Background: an optimization exercise with open tools, aiming at small area. Do not read the settings as production practice. Where RTL was checked, it was by simulation tests only, not by an equivalence proof against the original. Power is estimated from default activity; no workload was simulated.

lane 1:
## csr_top
module csr_top
(
    input  logic        clk_i,
    input  logic        rst_i,
    input  logic [11:0] csr_raddr_i,
    output logic [31:0] csr_rdata_o,
    input  logic        csr_we_i,
    input  logic [11:0] csr_waddr_i,
    input  logic [31:0] csr_wdata_i,
    input  logic        ext_irq_i,
    input  logic        tmr_irq_i,
    input  logic        sft_irq_i,
    input  logic        xcpt_valid_i,
    input  logic [3:0]  xcpt_cause_i,
    input  logic [31:0] xcpt_tval_i,
    input  logic [31:0] nxt_pc_i,
    output logic        irq_taken_o,
    output logic [31:0] pc_handler_o,
    input  logic        sys_jump_i,
    input  logic        mret_i,
    output logic        sys_jump_o,
    output logic [31:0] sys_jump_pc_o,
    output logic [1:0]  priv_o
);
export LEC_CHECK = 0
export CAP_MARGIN = 10
export CORE_MARGIN = 2
export CORE_UTILIZATION = 58
export SETUP_SLACK_MARGIN = 0.05
export SLEW_MARGIN = 10
export SYNTH_HIERARCHICAL = 1
export SYNTH_MINIMUM_KEEP_SIZE = 0
create_clock -name core_clock -period 4.75 [get_ports {clk_i}]
standard.sh (not shown) runs the stock make flow with config.mk's settings and CLKGATE_MAP_FILE= SYNTH_SCRIPT=/design/flow/synth_recipe.tcl, a recipe that flattens the netlist after the stock synthesis.
==> flow/flow/run.sh <==
#!/bin/bash
# Standard layout, with plain buf_1 cells as the port buffers and a clock
# tree of larger sink clusters without dummy loads
cp standard.sh standard_sh.txt
export BUFFER_PORTS_ARGS="-buffer_cell sky130_fd_sc_hd__buf_1"
export CTS_ARGS="-sink_clustering_enable -repair_clock_nets -dont_use_dummy_load -buf_list sky130_fd_sc_hd__clkbuf_16 -sink_clustering_size 25 -sink_clustering_max_diameter 100"
bash standard.sh > standard.log 2>&1
Setup changes, lane 1 to lane 2
diff --git a/flow/design.v b/flow/design.v
--- a/flow/design.v
+++ b/flow/design.v
@@ -97,47 +97,55 @@
     assign irq_any   = |pend;
     assign trap      = xcpt_valid_i | (privm_q & mstatus_q[3] & irq_any);
     assign mret      = sys_jump_i & mret_i & ~trap;
     assign irq_cause = {pend[2], ~pend[2] & pend[1], 2'b11};
     assign cause     = xcpt_valid_i ? xcpt_cause_i : irq_cause;
     assign vect = ~xcpt_valid_i & (mtvec_q[1:0] == 2'b01);
     assign irq_taken_o   = trap;
     assign sys_jump_o    = sys_jump_i;
     assign sys_jump_pc_o = mepc_q;
     assign priv_o        = {privm_q, privm_q};
-    logic [4:0]  pc_vec;
-    logic [4:0]  pc_low;
+    logic [3:0]  tb;
+    logic [3:0]  pc_vec;
+    logic        c_vec;
+    logic        pc_c;
     logic [31:6] pc_t;
-    assign pc_vec = {1'b0, mtvec_q[5:2]} + {1'b0, irq_cause};
-    assign pc_low = vect ? pc_vec : {1'b0, mtvec_q[5:2]};
+    logic [6:0]  pc_gp;       
+    assign tb     = mtvec_q[5:2];
+    assign pc_vec = tb + irq_cause;
+    assign c_vec  = pend[2] ? (tb[3] | (tb[2] & (tb[1] | tb[0]))) :
+                    pend[1] ? (tb[3] & (tb[2] | tb[1] | tb[0])) :
+                              (tb[3] & tb[2] & (tb[1] | tb[0]));
+    assign pc_c   = vect & c_vec;
+    assign pc_gp[0] = 1'b1;
+    for (genvar k = 1; k < 7; k++)
+    begin : g_pc_gp
+        assign pc_gp[k] = pc_gp[k-1] & (&mtvec_q[4*k+5:4*k+2]);
+    end
     for (genvar i = 6; i < 32; i++)
     begin : g_pc
         logic s;
-        if (i == 6)
-        begin : g_first
-            assign pc_t[i] = pc_low[4];
-        end
-        else if (i == 13 || i == 20 || i == 26)
+        if ((i - 6) % 4 == 0)
         begin : g_start
-            assign pc_t[i] = pc_low[4] & (&mtvec_q[i-1:6]);
-        end
-        if (i == 12 || i == 19 || i == 25 || i == 31)
+            assign pc_t[i] = pc_c & pc_gp[(i-6)/4];
+        end
+        if ((i - 6) % 4 == 3 || i == 31)
         begin : g_last
             assign s = mtvec_q[i] ^ pc_t[i];
         end
         else
         begin : g_mid
             ha_g u_ha (.a(mtvec_q[i]), .b(pc_t[i]), .s(s), .c(pc_t[i+1]));
         end
         assign pc_handler_o[i] = s;
     end
-    assign pc_handler_o[5:0] = {pc_low[3:0], 2'b00};
+    assign pc_handler_o[5:0] = {vect ? pc_vec : tb, 2'b00};
     logic nr;
     logic quiet;             
     assign nr    = ~rst_i;
     assign quiet = ~trap & ~mret;
     logic mie_w, mie_h, mtvec_w, mtvec_h, mscr_w, mscr_h;
     assign mie_w   = nr &  w_mie;
     assign mie_h   = nr & ~w_mie;
     assign mtvec_w = nr &  w_mtvec;
     assign mtvec_h = nr & ~w_mtvec;
     assign mscr_w  = nr &  w_mscratch;
### Flow results
- Maximum clock frequency: lane 2 vs lane 1 up 4.5%
- Lane 2 ran to completion and came out clean on the timing, DRC and antenna checks.
- As far as number of enable flip-flop cells after synthesis goes, lane 1 and lane 2 are indistinguishable; the numbers are identical.
- Changes observed in lane 2 relative to lane 1: critical path depth now smaller; number of buffer and inverter instances along the worst setup path up 1; peak supply drop moved down; final period utilization shows a reduction of 4.1 points; final RePlAce weighted congestion dropped about 7%.
- [compare] base=lane 1 new=lane 2: setup slack picked up an extra 190 ps, post-synthesis average cell area roughly the same, worst hold slack higher, total power comparable.
- Synthesis-to-layout area growth: lane 2 and lane 1 compared, higher one is lane 1
Function not checked in lane 2: the RTL went through the layout flow alone.

separate check: timing with driven ports:
The results above use ideal ports. As a check the final layouts listed here were re-extracted and re-timed, cells and wires unchanged.
Step 1, drivers: a clkbuf_16 drives clk_i and a buf_2 each remaining input, both assumed.
Step 2, shift: input delay + t, output delay - t, t = (earliest + latest rising clock arrival at the registers) / 2. This alone moves slack from input paths to output paths.
Three values: no drivers, after step 1, after step 2; two values: the first two.
| run | t, ns | setup WS [ns] | slew at the worst register clock pin (ns) |
|---|---|---|---|
| lane 1 | 0.529 | 0.225 / 0.178 / 0.301 | 0.10 / 0.10 |
| lane 2 | 0.538 | 0.419 / 0.391 / 0.391 | 0.10 / 0.10 |
After both steps every run listed still meets setup and hold. For lane 2, which loses most, drivers alone change the setup slack by -0.028 ns; drivers and shift together by -0.028 ns.
